Source: an optimization exercise on an open RTL-to-GDS flow (aim: small area). Production flows keep margins and buffers that such runs may drop. Function was checked by simulation only, so behaviour that the tests miss may differ from the original. No activity file was given, so power comes from the tool's default toggle rates.

==> design.v <==
module multi_timer_unit_four_channel #(
  parameter int NUM_TIMERS = 4
) (
  input  logic                      clk,
  input  logic                      rst,
  input  logic                      req_valid,
  output logic                      req_ready,
  input  logic [1:0]                req_cmd,
  input  logic [4:0]                req_reg_word,
  input  logic [31:0]               req_write_data,
  output logic                      rsp_valid,
  input  logic                      rsp_ready,
  output logic [31:0]               rsp_read_data,
  output logic [3:0]                rsp_irq_lines
);
  localparam int MAX_TIMERS = 4;
  localparam int CMD_W      = 2;
  localparam int WORD_W     = 5;
  localparam int DATA_W     = 32;
  localparam int CTL_W      = 8;
  localparam int PRE_W      = 8;
  localparam int HALF_W     = 16;
  typedef logic [CMD_W-1:0]      cmd_t;
  typedef logic [WORD_W-1:0]     word_t;
  typedef logic [DATA_W-1:0]     data_t;
  typedef logic [CTL_W-1:0]      ctl_t;
  typedef logic [PRE_W-1:0]      pre_t;
  typedef logic [MAX_TIMERS-1:0] tmask_t;
  typedef logic [2:0]            slot_t;
  typedef logic [1:0]            sub_t;
  typedef logic [1:0]            prescale_t;
  localparam cmd_t CMD_TICK  = 2'd0;
  localparam cmd_t CMD_READ  = 2'd1;
  localparam cmd_t CMD_WRITE = 2'd2;
  localparam word_t REG_MASK   = 5'd0;
  localparam word_t REG_RAW    = 5'd1;
  localparam word_t REG_MASKED = 5'd2;
  localparam word_t REG_CLEAR  = 5'd3;
  localparam sub_t SUB_LOAD    = 2'd0;
  localparam sub_t SUB_VALUE   = 2'd1;
  localparam sub_t SUB_CONTROL = 2'd2;
  localparam sub_t SUB_BGLOAD  = 2'd3;
  localparam int CTL_ENABLE_BIT   = 7;
  localparam int CTL_PERIODIC_BIT = 6;
  localparam int CTL_PRESCALE_HI  = 3;
  localparam int CTL_PRESCALE_LO  = 2;
  localparam int CTL_WIDE_BIT     = 1;
  localparam int CTL_ONESHOT_BIT  = 0;
  localparam prescale_t PRE_DIV1  = 2'd0;
  localparam prescale_t PRE_DIV16 = 2'd1;
  localparam pre_t PRE_LIMIT1   = 8'd0;
  localparam pre_t PRE_LIMIT16  = 8'd15;
  localparam pre_t PRE_LIMIT256 = 8'd255;
  localparam data_t MASK_WIDE = 32'hFFFF_FFFF;
  localparam data_t MASK_HALF = 32'h0000_FFFF;
  localparam logic [MAX_TIMERS-1:0] TIMER_BITS = MAX_TIMERS'((1 << NUM_TIMERS) - 1);
  tmask_t irq_mask, irq_mask_next;
  tmask_t raw_status, raw_status_next;
  data_t  reload_value   [NUM_TIMERS];
  data_t  reload_value_next [NUM_TIMERS];
  data_t  count_value    [NUM_TIMERS];
  data_t  count_value_next  [NUM_TIMERS];
  ctl_t   control_word   [NUM_TIMERS];
  ctl_t   control_word_next [NUM_TIMERS];
  pre_t   prescale_count [NUM_TIMERS];
  pre_t   prescale_count_next [NUM_TIMERS];
  logic   out_valid;
  data_t  out_read_data;
  tmask_t out_irq_lines;
  data_t  read_data_next;
  logic   accept, is_tick, is_read, is_write;
  slot_t  slot;
  sub_t   sub;
  data_t  wmask     [NUM_TIMERS];
  data_t  cur_count [NUM_TIMERS];
  pre_t   pre_limit [NUM_TIMERS];
  logic   slot_hit  [NUM_TIMERS];
  assign accept   = req_valid && req_ready;
  assign is_tick  = accept && (req_cmd == CMD_TICK);
  assign is_read  = accept && (req_cmd == CMD_READ);
  assign is_write = accept && (req_cmd == CMD_WRITE);
  assign slot     = req_reg_word[WORD_W-1:2];
  assign sub      = req_reg_word[1:0];
  assign req_ready     = !rst && (!out_valid || rsp_ready);
  assign rsp_valid     = out_valid;
  assign rsp_read_data = out_read_data;
  assign rsp_irq_lines = out_irq_lines;
  for (genvar g = 0; g < NUM_TIMERS; g++) begin : g_view
    assign wmask[g]     = control_word[g][CTL_WIDE_BIT] ? MASK_WIDE : MASK_HALF;
    assign cur_count[g] = count_value[g] & wmask[g];
    assign slot_hit[g]  = (slot == slot_t'(g + 1));
    assign pre_limit[g] =
        (control_word[g][CTL_PRESCALE_HI:CTL_PRESCALE_LO] == PRE_DIV1)  ? PRE_LIMIT1 :
        (control_word[g][CTL_PRESCALE_HI:CTL_PRESCALE_LO] == PRE_DIV16) ? PRE_LIMIT16 :
                                                                          PRE_LIMIT256;
  end
  always_comb begin
    irq_mask_next   = irq_mask;
    raw_status_next = raw_status;
    read_data_next  = '0;
    if (is_write && (req_reg_word == REG_MASK)) begin
      irq_mask_next = req_write_data[MAX_TIMERS-1:0] & TIMER_BITS;
    end
    if (is_write && (req_reg_word == REG_CLEAR)) begin
      raw_status_next = raw_status & ~req_write_data[MAX_TIMERS-1:0];
    end
    if (is_read) begin
      unique case (req_reg_word)
        REG_MASK:   read_data_next = data_t'(irq_mask);
        REG_RAW:    read_data_next = data_t'(raw_status);
        REG_MASKED: read_data_next = data_t'(raw_status & irq_mask);
        default:    read_data_next = '0;
      endcase
    end
    for (int t = 0; t < NUM_TIMERS; t++) begin
      reload_value_next[t]   = reload_value[t];
      count_value_next[t]    = count_value[t];
      control_word_next[t]   = control_word[t];
      prescale_count_next[t] = prescale_count[t];
      if (is_tick && control_word[t][CTL_ENABLE_BIT]) begin
        if (prescale_count[t] >= pre_limit[t]) begin
          prescale_count_next[t] = '0;
          if (cur_count[t] <= data_t'(1)) begin
            raw_status_next[t] = 1'b1;
            if (control_word[t][CTL_ONESHOT_BIT]) begin
              count_value_next[t] = '0;
              control_word_next[t][CTL_ENABLE_BIT] = 1'b0;
            end else if (control_word[t][CTL_PERIODIC_BIT]) begin
              count_value_next[t] = reload_value[t] & wmask[t];
            end else begin
              count_value_next[t] = wmask[t];
            end
          end else begin
            count_value_next[t] = (cur_count[t] - data_t'(1)) & wmask[t];
          end
        end else begin
          prescale_count_next[t] = prescale_count[t] + pre_t'(1);
        end
      end
      if (is_write && slot_hit[t]) begin
        case (sub)
          SUB_LOAD: begin
            reload_value_next[t]   = req_write_data;
            count_value_next[t]    = req_write_data;
            prescale_count_next[t] = '0;
          end
          SUB_CONTROL: begin
            control_word_next[t]   = req_write_data[CTL_W-1:0];
            prescale_count_next[t] = '0;
          end
          SUB_BGLOAD: reload_value_next[t] = req_write_data;
          default: ;
        endcase
      end
      if (is_read && slot_hit[t]) begin
        case (sub)
          SUB_VALUE:   read_data_next = count_value[t];
          SUB_CONTROL: read_data_next = data_t'(control_word[t]);
          default:     read_data_next = reload_value[t];
        endcase
      end
    end
  end
  always_ff @(posedge clk) begin
    if (rst) begin
      irq_mask   <= '0;
      raw_status <= '0;
      out_valid  <= 1'b0;
      for (int t = 0; t < NUM_TIMERS; t++) begin
        reload_value[t]   <= '0;
        count_value[t]    <= MASK_WIDE;
        control_word[t]   <= '0;
        prescale_count[t] <= '0;
      end
    end else begin
      irq_mask   <= irq_mask_next;
      raw_status <= raw_status_next;
      out_valid  <= accept || (out_valid && !rsp_ready);
      for (int t = 0; t < NUM_TIMERS; t++) begin
        reload_value[t]   <= reload_value_next[t];
        count_value[t]    <= count_value_next[t];
        control_word[t]   <= control_word_next[t];
        prescale_count[t] <= prescale_count_next[t];
      end
    end
  end
  always_ff @(posedge clk) begin
    if (accept) begin
      out_read_data <= read_data_next;
      out_irq_lines <= raw_status_next & irq_mask_next;
    end
  end
endmodule
==> run.sh <==
#!/bin/bash
# synth_recipe.tcl (not shown) runs the flow's synth.tcl, then flattens the netlist and writes it again
# the make line also repeats each setting of config.mk as NAME=value (left out here)
make -C /OpenROAD-flow-scripts/flow DESIGN_CONFIG=/design/flow/config.mk WORK_HOME=/design/flow/orfs CLKGATE_MAP_FILE= SYNTH_SCRIPT=/design/flow/synth_recipe.tcl finish
==> config.mk <==
export PLATFORM = sky130hd
export DESIGN_NAME = multi_timer_unit_four_channel
export DESIGN_NICKNAME = multi_timer_unit_four_channel
export VERILOG_FILES = /design/flow/design.v
export SDC_FILE = /design/flow/constraint.sdc
export NUM_CORES = 4
export LEC_CHECK = 0
export CAP_MARGIN = 20
export CORE_MARGIN = 2
export CORE_UTILIZATION = 40
export SLEW_MARGIN = 20
==> constraint.sdc <==
create_clock -name core_clock -period 7.0 [get_ports {clk}]
set_input_delay 1.4000 -clock core_clock [delete_from_list [all_inputs] [get_ports {clk}]]
set_output_delay 1.4000 -clock core_clock [all_outputs]
set_load 0.01 [all_outputs]
==> summary.txt <==
## cells by family after synthesis
group / count (synthesis) / synth area share [%]
buf+inv: 311 / 5.57
compound gates: 1033 / 28.9
xor+xnor: 81 / 3.27
mux: 21 / 0.975
fa+ha+maj: 48 / 2.77
simple gates: 1089 / 23.1
flops: 365 / 35.4
## final cells by class
cell class,instances,area [um^2]
Clock inverter,20,214
Clock buffer,63,1240
Inverter,46,173
Sequential cell,365,7670
Multi-Input combinational cell,2272,12900
Timing Repair Buffer,133,1250
Fill cell,5396,29300
Tap cell,696,871
## power by group
group / leakage [nW] / internal, W / switching [W]
logic: 4.23 / 0.0000908 / 0.000247
registers: 3.00 / 0.00212 / 0.0000144
clock network: 0.724 / 0.00139 / 0.000988
## flip-flops by register name, summed over array words and instances, names as in the netlist
name,count
control_word,32
irq_mask,4
count_value,128
out_valid,1
out_irq_lines,4
prescale_count,32
out_read_data,32
raw_status,4
reload_value,128
## per-stage QoR
stage          util (%)  hold WS, ns  area [um^2]  cells
6_report           45.4        0.459        24400   3595
5_1_grt            45.4        0.484        24400   3595
4_1_cts            45.3        0.462        24300   3594
3_5_place_dp       42.6        0.452        22900   3511
3_3_place_gp       42.6        0.443        22900   3511
2_1_floorplan         -        0.436        21700   2948
## synthesized netlist by cell type (all sizes together) (20+ instances only)
cell type	count
nor2b	31
nor4	40
a31oi	60
xnor2	35
a211oi	24
xor2	46
nor2	236
nor3	58
buf	20
inv	46
nand4	32
ha	48
nand2	463
or4	23
edfxtp	36
or3	30
nand3	92
a21oi	332
o22ai	26
mux2i	20
a22oi	99
clkbuf	245
o211ai	52
o221ai	25
o21ai	289
dfxtp	329
## worst register-to-register path: stages, from the launching register on
cell and delay [ns]:
dfxtp_1 0.39, nor4_1 0.70, a31oi_1 0.37, or4_1 0.91, nand2_1 0.49, o21ai_0 0.17, a22oi_1 0.21, a31oi_1 0.10
## worst paths after layout
| kind | to | slack, ns | cells after the start |
|---|---|---|---|
| worst max-delay path | count_value[3][29] | 2.77 | 8 |
| worst min-delay path | reload_value[3][29] | 0.46 | 2 |
| worst max register to register | count_value[1][17] | 3.51 | 7 |
| worst min register to register | reload_value[3][29] | 0.46 | 2 |
## routing by layer
metal | track usage (%) | vias to the layer above
met3 | 5.64 | 233
met4 | 15.7 | 4
met5 | 0 | -
li1 | - | 10535
met2 | 48.5 | 1319
met1 | 42.4 | 11128
==> run_results.csv <==
group,metric,value,unit
drt,wirelength,91.2,mm
job,drv_cap,0,
drt,first_pass_iters,6,
clocking,cts_buffer_depth,3,
synth,synth.ff_latch_count,365,
sta,slew_headroom,25.9,%
worst_hold_path,min_from,"reload_value[3][29]",
floorplan,die_h,237,um
layout,fin_nets,2954,
worst_setup_path,rr_startpoint,"count_value[1][19]",
layout,antenna_cells,0,
global_routing,grt_pass1_vias,21236,
power,p_per_area,199,nW/um^2
synth,synth.avg_cell_area,7.36,um^2
global_routing,grt_pass1_wl,136,mm
synth,yosysWarningCount,13,
global_routing,antenna_found_initial,3,
clocking,cts_hold_buf,0,
global_routing,grt_usage,31.5,%
synth,synth_top_area_cell,"dfxtp_1",
sta,hold_violations,0,
drt,route.detailed.drc,0,
clocking,post_cts_buffers,0,
sta,fmax,237,MHz
worst_hold_path,min_path_type,"flop to flop",
placed_design,post-place-ws,2.22,ns
sta,setup_violations,0,
worst_setup_path,path_cells,"clkdlybuf4s50_1 > nor2b_1 > nand4b_1 > nor2_1 > and3_1 > or3_1 > o21ai_0 > a21oi_1",
worst_setup_path,max_stage_delay,0.98,ns
floorplan,start_util,40.4,%
floorplan,dieArea,56100,um^2
run_status,status,"no timing/DRC/antenna violations",
drt,drt-wirelength-per-cell,25.4,um
drt,vias,23219,
synth,netlist_top_cells_area,"dfxtp_1 (30%), nand2_1 (8.0%), a21oi_1 (7.7%), o21ai_0 (6.5%), edfxtp_1 (5.0%)",
global_routing,overflow,0,
sta,layout_setup_ws,2.77,ns
drt,wl_met2,39.9,mm
clocking,htreeDepth,2,
drt,dr_wl_met3,8.79,mm
drt,antenna_left,0,
clocking,clk_latency,0.60,ns
global_routing,grt_max_degree,111,
worst_setup_path,cp_top_family,"simple AND/OR/NAND/NOR gates",
sta,drv_slew,0,
placed_design,place_congestion,0.988,
synth,seq_area_frac_synth,35.4,%
worst_setup_path,startpoint,"req_valid",
clocking,cts_resized,0,
placed_design,place_hpwl,62.2,mm
worst_setup_path,critPathSlowestCell,"and3_1",
synth,syn_inst,2948,
sta,rsz0062_at_grt,"no",
synth,synthArstFlopShare,0,%
sta,finalCriticalPeriod,4.23,ns
clocking,cts_sinks,365,
power,totalPowerFinal,0.00485,W
layout,drive_gt1_share,5.66,%
worst_setup_path,start_kind,"input port",
worst_setup_path,crit_buf_inv,1,
power,leakagePower,7.96,nW
placed_design,io_buffers,80,
synth,synth.cell_area,21700,um^2
floorplan,core,53700,um^2
synth,yosys.cell_types.count,73,
drt,drt_iter0_markers,2660,
clocking,clkTransAtPathRegs,0.06,ns
sta,setup-tns-final,0,ns
floorplan,io_pins,81,
layout,final_cell_mix,"nand2_1 (463), a21oi_1 (331), dfxtp_1 (329)",
worst_setup_path,cp_max_fo,25,
layout,area_delta_synth_final,12.3,%
power,ir_drop,178,uV
synth,yosysTopAreaCellShare,30.4,%
worst_setup_path,cp.arrival,4.74,ns
sta,min_period_over_period,60.4,%
clocking,cts_root_buffer,"clkbuf_16",
floorplan,num_rows,85,
synth,synth_ff_type,"dfxtp_1",
clocking,cts_tree,"done",
worst_setup_path,crit_type,"input port to flop",
sta,worst_pin_slew,1.11,ns
layout,final_common_cell,"nand2_1",
clocking,numCtsBuffers,45,
synth,synth.net_count,3039,
sta,clock_skew,0.0175,ns
floorplan,die_x,237,um
synth,synth_edf_count,36,
drt,viasPerCell,6.46,
drt,top_layer_used,"met5",
drt,wirelength_met1,37.8,mm
worst_setup_path,endpoint_kind,"flop",
worst_setup_path,cp.required,7.51,ns

-- what the ideal ports hide --
The flow's constraints put no driver on any port. The routed layout listed below was extracted and timed again, unchanged, in two steps. Step 1: set_driving_cell puts a clkbuf_16 on clk and a buf_2 on each other input, an assumption about the parent block. Step 2 also shifts input and output timing later by t, the mid clock arrival at the registers, as if the neighbouring blocks saw the same clock. Slacks: no drivers / after step 1 / after step 2; pairs: no drivers / after step 1.
t (ns): 0.645
slack for setup (ns): 2.774 / 2.808 / 2.163
worst setup path at the end: input to register
After both steps setup and hold are still met in this run. For this run, drivers alone change the setup slack by +0.034 ns; drivers and shift together by -0.611 ns.
